This design comes from an exercise in tuning for small area on the open sky130 flow, not from production work.
The RTL was checked by simulation tests, not by an equivalence proof against the original design.
Power figures rest on the tool's default switching activity, not on a simulated workload. The flow treats the clock pin as an ideal source, which a real chip does not have.

Setup of run Y:
Design radar_ctrl_top, start of the top module:
module radar_ctrl_top #(
	parameter int unsigned sync_stages = 2,
	parameter int unsigned time_width = 64
) (
	input  logic                  clk,
	input  logic                  rst,
	input  logic                  sclk,
	input  logic                  cs,
	input  logic                  mosi,
	output logic [time_width-1:0] sys_time,
	output logic                  time_update,
	output logic                  busy,
	output logic                  pulse,
	output logic                  blank,
	output logic [47:0]           freq_word,
	output logic                  frame_error,
	output logic                  cmd_reject
);
	function automatic logic sum_eq(input logic [31:0] a, input logic [31:0] b,
		input logic [31:0] k);
		logic [31:0] c;
		c[0] = 1'b0;
		for (int i = 1; i < 32; i++)
			c[i] = (a[i-1] & b[i-1]) | ((a[i-1] | b[i-1]) & ~k[i-1]);
		sum_eq = ((a ^ b ^ k) == c);
	endfunction
	logic [1:0] sclk_sync;
	logic [1:0] cs_sync;
	logic [1:0] mosi_sync;
	logic sclk_d;
	logic cs_d;
	logic [8:0] bit_cnt;
	logic frame_valid;
	logic [407:0] sh;
	logic late;  
	logic late_bit;
	wire sclk_s = sclk_sync[1];
	wire cs_s = cs_sync[1];
	wire mosi_s = mosi_sync[1];
	wire sclk_rise = sclk_s & ~sclk_d;
	wire cs_rise = cs_s & ~cs_d;
	wire cs_fall = ~cs_s & cs_d;
	wire shift = sclk_rise & ~cs_s;
	always_ff @(posedge clk)
	begin
		if (rst)
		begin
			sclk_sync <= '0;
			cs_sync <= '1;
			mosi_sync <= '0;
			sclk_d <= 1'b0;
			cs_d <= 1'b1;
			bit_cnt <= '0;
			frame_valid <= 1'b0;
			frame_error <= 1'b0;
		end
		else
		begin
			sclk_sync <= {sclk_sync[0], sclk};
			cs_sync <= {cs_sync[0], cs};
			mosi_sync <= {mosi_sync[0], mosi};
			sclk_d <= sclk_s;
			cs_d <= cs_s;
			if (cs_fall)
				bit_cnt <= '0;
			else if (shift && bit_cnt != 9'd409)
				bit_cnt <= bit_cnt + 1'b1;
			frame_valid <= cs_rise && (bit_cnt == 9'd408);
			frame_error <= cs_rise && (bit_cnt != 9'd408);
		end
	end
	always_ff @(posedge clk)
	begin
		late <= shift && frame_valid;
		late_bit <= mosi_s;
		if ((shift && !frame_valid) || late)
			sh <= {sh[406:0], late ? late_bit : mosi_s};
	end
	logic ti_eq_tp;  
	logic [2:0] span_st;  
	localparam logic [2:0] span_pos = 3'd3;  
	localparam logic [2:0] span_neg = 3'd4;  
  ...
==> flow/config.mk <==
export PLATFORM = sky130hd
export DESIGN_NAME = radar_ctrl_top
export DESIGN_NICKNAME = radar_ctrl_top
export VERILOG_FILES = /design/flow/design.v
export SDC_FILE = /design/flow/constraint.sdc
export NUM_CORES = 4
export LEC_CHECK = 0
export CAP_MARGIN = 20
export CORE_MARGIN = 2
export CORE_UTILIZATION = 60
export CTS_CLUSTER_DIAMETER = 100
export CTS_CLUSTER_SIZE = 28
export PLACE_DENSITY = 0.7
export SLEW_MARGIN = 20
==> flow/constraint.sdc <==
create_clock -name core_clock -period 10.0 [get_ports {clk}]
set_input_delay 2.0000 -clock core_clock [delete_from_list [all_inputs] [get_ports {clk}]]
set_output_delay 2.0000 -clock core_clock [all_outputs]
set_load 0.01 [all_outputs]
standard.sh (not shown) runs the stock make flow with config.mk's settings and CLKGATE_MAP_FILE= SYNTH_SCRIPT=/design/flow/synth_recipe.tcl, a recipe that flattens the netlist after the stock synthesis.
==> flow/flow/run.sh <==
#!/bin/bash
# Standard ORFS layout, with CTS told not to add dummy loads.
set -euo pipefail
export CTS_ARGS="-sink_clustering_enable -repair_clock_nets -dont_use_dummy_load -sink_clustering_size 28 -sink_clustering_max_diameter 100"
export BUFFER_PORTS_ARGS="-buffer_cell sky130_fd_sc_hd__buf_1"
bash standard.sh > standard_flow.log 2>&1
Setup changes, run Y to run F
==> flow/flow/run.sh <==
#!/bin/bash
# Standard ORFS layout, with CTS told not to add dummy loads.
set -euo pipefail
export CTS_ARGS="-sink_clustering_enable -repair_clock_nets -dont_use_dummy_load -sink_clustering_size 32 -sink_clustering_max_diameter 100"
export BUFFER_PORTS_ARGS="-buffer_cell sky130_fd_sc_hd__buf_1"
bash standard.sh > standard_flow.log 2>&1
### Flow results
- From run Y to run F the numbers moved as follows: final cell count without fillers neither gained nor lost much, maximum fanout along the worst path neither gained nor lost much, number of register bits inferred by synthesis neither gained nor lost much, first-pass GRT wire length lost about 0.35%, clock-cell share of area lost 0.28 points.
- Re critical path depth: no difference whatsoever between run Y and run F.

* * *

Setup of main:
radar_ctrl_top, a different RTL version from the one above (not shown whole).
For scale: ~3300 cells after synthesis, about 1300 flip-flops.
clock: 10.0 ns
lec_check: 0
cap_margin: 20
core_margin: 2
core_utilization: 60
cts_cluster_diameter: 100
cts_cluster_size: 28
place_density: 0.7
slew_margin: 20
run.sh (not shown) runs the stock make flow with config.mk's settings and CLKGATE_MAP_FILE= SYNTH_SCRIPT=/design/flow/synth_recipe.tcl, a recipe that flattens the netlist after the stock synthesis.
Stock flow here: none of the scripts above is used.
diff inputs: main => the feature branch
--- a/flow/config.mk
+++ b/flow/config.mk
@@ -8,7 +8,4 @@
 export CAP_MARGIN = 20
 export CORE_MARGIN = 2
-export CORE_UTILIZATION = 60
-export CTS_CLUSTER_DIAMETER = 100
-export CTS_CLUSTER_SIZE = 28
-export PLACE_DENSITY = 0.7
+export CORE_UTILIZATION = 40
 export SLEW_MARGIN = 20
## What came out
- The feature branch against main: maximum frequency about even, design area rose about 7%, overall power after layout rose 26%, die area rose 49%.
- The feature branch: flow completed, timing, DRC and antenna clean

* * *

radar_ctrl_top again, from the RTL that the note above started with.
export LEC_CHECK = 0
export CAP_MARGIN = 20
export CORE_MARGIN = 2
export CORE_UTILIZATION = 60
export CTS_CLUSTER_DIAMETER = 100
export CTS_CLUSTER_SIZE = 28
export PLACE_DENSITY = 0.7
export SLEW_MARGIN = 20
create_clock -name core_clock -period 10.0 [get_ports {clk}]
standard.sh (not shown) runs the stock make flow with config.mk's settings and CLKGATE_MAP_FILE= SYNTH_SCRIPT=/design/flow/synth_recipe.tcl, a recipe that flattens the netlist after the stock synthesis.
==> flow/flow/run.sh <==
#!/bin/bash
# Standard ORFS layout, with CTS told not to add dummy loads.
set -euo pipefail
export CTS_ARGS="-sink_clustering_enable -repair_clock_nets -dont_use_dummy_load -sink_clustering_size 28 -sink_clustering_max_diameter 100"
bash standard.sh > standard_flow.log 2>&1
The baseline completed with no timing, DRC or antenna violations.
Edit:
==> flow/run.sh (new file) <==
#!/bin/bash
# synth_recipe.tcl (not shown) runs the flow's synth.tcl, then flattens the netlist and writes it again
# the make line also repeats each setting of config.mk as NAME=value (left out here)
make -C /OpenROAD-flow-scripts/flow DESIGN_CONFIG=/design/flow/config.mk WORK_HOME=/design/flow/orfs CLKGATE_MAP_FILE= SYNTH_SCRIPT=/design/flow/synth_recipe.tcl finish
- CORE_UTILIZATION: 60 -> 40
- PLACE_DENSITY: 0.7 -> default
removed: flow/flow/run.sh
removed: flow/standard.sh
Outcome:
- The changed run completed with no timing, DRC or antenna violations
- wire length goes up by 4.3%
- clock power goes up by about 13%
- final cell count goes up by about 14%
- register-to-register slack gains 0.02 ns
- count of clock-buffer cells in the layout goes up by 41
- total power goes up by 3.6%
- setup slack gains 0.015 ns
Edit:
==> flow/flow/run.sh (new file) <==
#!/bin/bash
# Standard ORFS layout, with CTS told not to add dummy loads.
set -euo pipefail
export CTS_ARGS="-sink_clustering_enable -repair_clock_nets -dont_use_dummy_load -sink_clustering_size 28 -sink_clustering_max_diameter 100"
export BUFFER_PORTS_ARGS="-buffer_cell sky130_fd_sc_hd__buf_1"
bash standard.sh > standard_flow.log 2>&1
==> flow/standard.sh (new file) <==
#!/bin/bash
# synth_recipe.tcl (not shown) runs the flow's synth.tcl, then flattens the netlist and writes it again
# the make line also repeats each setting of config.mk as NAME=value (left out here)
make -C /OpenROAD-flow-scripts/flow DESIGN_CONFIG=/design/flow/config.mk WORK_HOME=/design/flow/orfs CLKGATE_MAP_FILE= SYNTH_SCRIPT=/design/flow/synth_recipe.tcl "${@:-finish}"
- CORE_UTILIZATION: 40 -> 60
- PLACE_DENSITY: default -> 0.7
removed: flow/run.sh
After rerunning:
- combinational power decreases by a few percent
- power fell by a few percent
- routed wire length is lower by a few percent
- final cell count decreases by roughly a tenth
- design area went down by a few percent
- utilization came out higher by 20 points
- via count is higher by a few percent
- sequential share of layout area rose by 2.3 points
- clock skew barely changes
- non-clock buffer count falls by 7
- synthesized cell count is unchanged

## re-timing with driven ports
Ports are ideal in the flow. The routed layouts listed here were re-timed in OpenROAD. Step 1, drivers: a clkbuf_16 drives clk and a buf_2 each remaining input, both assumed. Step 2 adds t to the input delays and takes it off the output delays; t is the mean of the earliest and latest rising clock arrival at the registers after step 1. Input paths then give back, and output paths get back, about the clock's delay inside the block. Slacks: ideal ports / drivers / drivers and shift; pairs: ideal ports / drivers.
run | shift t [ns] | slack for setup (ns) | hold WS [ns] | worst setup path after step 2
run Y | 0.674 | 2.674 / 2.674 / 2.674 | 0.361 / 0.361 / 0.361 | register to register
run F | 0.675 | 2.658 / 2.658 / 2.658 | 0.420 / 0.420 / 0.420 | register to register
main | 0.703 | 2.394 / 2.394 / 2.394 | 0.412 / 0.412 / 0.412 | register to register
the feature branch | 0.807 | 2.404 / 2.404 / 2.404 | 0.405 / 0.405 / 0.405 | register to register
the first run of note 3 | 0.680 | 2.379 / 2.379 / 2.379 | 0.401 / 0.401 / 0.401 | register to register
the second run of note 3 | 0.759 | 2.395 / 2.395 / 2.395 | 0.393 / 0.393 / 0.393 | register to register
the third run of note 3 | 0.695 | 2.281 / 2.281 / 2.281 | 0.409 / 0.409 / 0.409 | register to register
After both steps setup and hold are still met in every run listed.
